From an optimization exercise on the open Yosys and OpenROAD flow, aimed at small area, a short achievable clock period and few clock cycles per item; shortcuts taken in it are not production practice.
RTL that was checked went through simulation tests only; none was proved equivalent to the original.
No activity file was given, so power comes from the tool's default toggle rates.

Design row_mean_std_dev, start of the top module:
module row_mean_std_dev (
  input  wire logic        clk,
  input  wire logic        rst_n,
  input  wire logic        cfg_valid,
  output logic             cfg_ready,
  input  wire logic [12:0] cfg_row_length,
  input  wire logic        in_valid,
  output logic             in_stall,
  input  wire logic [15:0] in_sample,
  output logic             out_valid,
  input  wire logic        out_stall,
  output logic [31:0]      out_row_mean,
  output logic [30:0]      out_row_std_dev
);
Size: roughly 560 flip-flops, roughly 100 I/O pins.
clock: 11.0 ns
lec_check: 0
cap_margin: 20
core_margin: 2
core_utilization: 40
place_density: 0.6
slew_margin: 20
standard.sh (not shown) runs the stock make flow with config.mk's settings and CLKGATE_MAP_FILE= SYNTH_SCRIPT=/design/flow/synth_recipe.tcl, a recipe that flattens the netlist after the stock synthesis.
==> flow/flow/run.sh <==
#!/bin/bash
# The standard layout (standard.sh: ORFS from synthesis to finish with the
# unchanged scripts, config.mk and SDC), with a larger setup slack margin for
# ORFS's timing repair so that it also works on paths that already meet 11 ns.
set -euo pipefail
bash standard.sh SETUP_SLACK_MARGIN=7.5 finish > flow_make.log 2>&1
==> next run, changes <==
--- a/flow/design.v
+++ b/flow/design.v
@@ -414,19 +414,19 @@
   assign e_one  = (len_r <= 13'd1);
   always_comb begin
     len_nxt  = cfg_valid ? cfg_row_length : len_r;
     np_nxt   = accept ? (ends_r ? 13'd1 : np_inc) : np_r;
     ends_nxt = accept ? (ends_r ? e_one : e_inc) : e_keep;
     a_st_nxt = a_st_r;
     case (a_st_r)
       A_IDLE: if (row_end) a_st_nxt = A_WAIT;
       A_WAIT: if (cs_r) a_st_nxt = A_RUN;
-      A_RUN:  if (a_k_r == 5'd27) a_st_nxt = A_DONE;
+      A_RUN:  if (a_k_r == 5'd28) a_st_nxt = A_DONE;
       default: if (b_take) a_st_nxt = row_end ? A_WAIT : A_IDLE;
     endcase
     b_st_nxt = b_st_r;
     case (b_st_r)
       B_IDLE: if (b_take) b_st_nxt = B_RUN;
       B_RUN:  if (b_k_r == 6'd43) b_st_nxt = B_OUT;
       B_OUT:  if (!out_stall) b_st_nxt = b_take ? B_RUN : B_IDLE;
       default: b_st_nxt = B_IDLE;
     endcase
@@ -468,57 +468,55 @@
     s_acc_r <= (cs_r ? 28'd0 : s_acc_r) + {12'd0, x_r};
     qs_r    <= ns;
     qc_r    <= nc;
     e1_r    <= row_end;
     cs_r    <= rst_q || e1_r;
   end
   logic [12:0] a_n_r;
   logic [27:0] a_s_r;
   logic [43:0] a_q_r;
-  logic [29:0] a_lo_r;
-  logic [25:0] a_hi_r;
+  logic [53:0] a_as_r, a_ac_r;
   logic        a_bs_r;    
   logic        a_bn_r;    
-  logic [27:0] l_y, l_z;
-  logic [28:0] l_x;
-  logic [28:0] l_s, l_c;
-  logic [29:0] l_sum;
-  logic [25:0] h_x, h_y, h_w, h_s, h_c;
-  logic [25:0] h_sum;
+  logic [53:0] a_x1, a_x2, a_y, a_z;
+  logic [53:0] a_s1, a_c1, a_c1s, a_s2, a_c2;
+  logic [53:0] a_fin;
   logic [53:0] numer;
-  assign l_y   = a_bn_r ? a_q_r[27:0] : 28'd0;
-  assign l_z   = a_bs_r ? ~a_s_r : 28'd0;
-  assign l_x   = {a_lo_r[27:0], 1'b0};
-  assign l_s   = l_x ^ {1'b0, l_y} ^ {1'b0, l_z};
-  assign l_c   = (l_x & {1'b0, l_y}) | (l_x & {1'b0, l_z}) | ({1'b0, l_y} & {1'b0, l_z});
-  assign l_sum = {1'b0, l_s} + {l_c, a_bs_r};
-  assign h_x   = {a_hi_r[24:0], 1'b0};
-  assign h_y   = a_bn_r ? {10'd0, a_q_r[43:28]} : 26'd0;
-  assign h_w   = {{23{1'b0}}, a_lo_r[29:28], 1'b0} - {25'd0, a_bs_r};
-  assign h_s   = h_x ^ h_y ^ h_w;
-  assign h_c   = (h_x & h_y) | (h_x & h_w) | (h_y & h_w);
-  assign h_sum = h_s + {h_c[24:0], 1'b0};
-  assign numer = {a_hi_r + {24'd0, a_lo_r[29:28]}, a_lo_r[27:0]};
+  assign a_x1  = {a_as_r[52:0], 1'b0};
+  assign a_x2  = {a_ac_r[52:0], 1'b0};
+  assign a_y   = a_bn_r ? {10'd0, a_q_r} : 54'd0;
+  assign a_z   = a_bs_r ? ~{26'd0, a_s_r} : 54'd0;
+  assign a_s1  = a_x1 ^ a_x2 ^ a_y;
+  assign a_c1  = (a_x1 & a_x2) | (a_x1 & a_y) | (a_x2 & a_y);
+  assign a_c1s = {a_c1[52:0], 1'b0};
+  assign a_s2  = a_s1 ^ a_c1s ^ a_z;
+  assign a_c2  = (a_s1 & a_c1s) | (a_s1 & a_z) | (a_c1s & a_z);
+  assign a_fin = a_as_r + a_ac_r;
+  assign numer = a_as_r;
   logic f_ge;
   assign f_ge = (numer[53:52] != 2'd0);
   always_ff @(posedge clk) begin
     if (a_st_r == A_IDLE || b_take) a_n_r <= np_r;
     if (a_st_r == A_WAIT) begin
       a_s_r   <= s_acc_r;
       a_q_r   <= qs_r + qc_r;
-      a_lo_r  <= 30'd0;
-      a_hi_r  <= 26'd0;
+      a_as_r  <= 54'd0;
+      a_ac_r  <= 54'd0;
       a_k_r   <= 5'd0;
       a_bs_r  <= s_acc_r[27];
       a_bn_r  <= 1'b0;
     end else if (a_st_r == A_RUN) begin
-      a_lo_r  <= l_sum;
-      a_hi_r  <= h_sum;
+      if (a_k_r == 5'd28) begin
+        a_as_r <= a_fin;
+      end else begin
+        a_as_r <= a_s2;
+        a_ac_r <= {a_c2[52:0], a_bs_r};
+      end
       a_k_r   <= a_k_r + 5'd1;
       a_bs_r  <= (a_k_r < 5'd27) && a_s_r[5'd26 - a_k_r];
       a_bn_r  <= (a_k_r >= 5'd14) && (a_k_r < 5'd27) && a_n_r[4'(5'd26 - a_k_r)];
     end
   end
   logic [12:0] b_n_r;
   logic [11:0] b_rm_r;    
   logic [31:0] b_mq_r;    
   logic [53:0] b_rad_r;   
Effect: Clock-buffer cell count rises by 17; design area climbs by a little under a tenth; clock power went up by roughly a tenth; clock skew goes down by 0.022 ns; routed wire length came out higher by roughly a tenth; via count came out higher by roughly a tenth; core utilization falls by 0.84 points; global-route usage is higher by 1.4 points; hold slack improved by 0.0053 ns; critical path depth shrinks by 14; area after synthesis grows by roughly a tenth; die area increases by roughly a tenth; final cell count came out higher by roughly a tenth.
Testbench counts after the change, summed over its fixed seeds: cycles 75,298, rows 640.
For the first run of this note, only the layout was checked, not whether the RTL still works.

[static timing again, ports no longer ideal]
Ports are ideal in the flow. The routed layouts listed here were re-timed in OpenROAD. Step 1, drivers: a clkbuf_16 drives clk and a buf_2 each remaining input, both assumed. Step 2 adds t to the input delays and takes it off the output delays; t is the mean of the earliest and latest rising clock arrival at the registers after step 1. Input paths then give back, and output paths get back, about the clock's delay inside the block. Slacks: ideal ports / drivers / drivers and shift; pairs: ideal ports / drivers.
run | t (ns) | slack for setup (ns) | cell pins on the clock port's net
the first run | 0.714 | 7.150 / 7.150 / 6.957 | 1
the second run | 0.685 | 7.525 / 7.456 / 6.872 | 1
After both steps setup and hold are still met in every run listed. For the second run, which loses most, drivers alone change the setup slack by -0.069 ns; drivers and shift together by -0.653 ns.
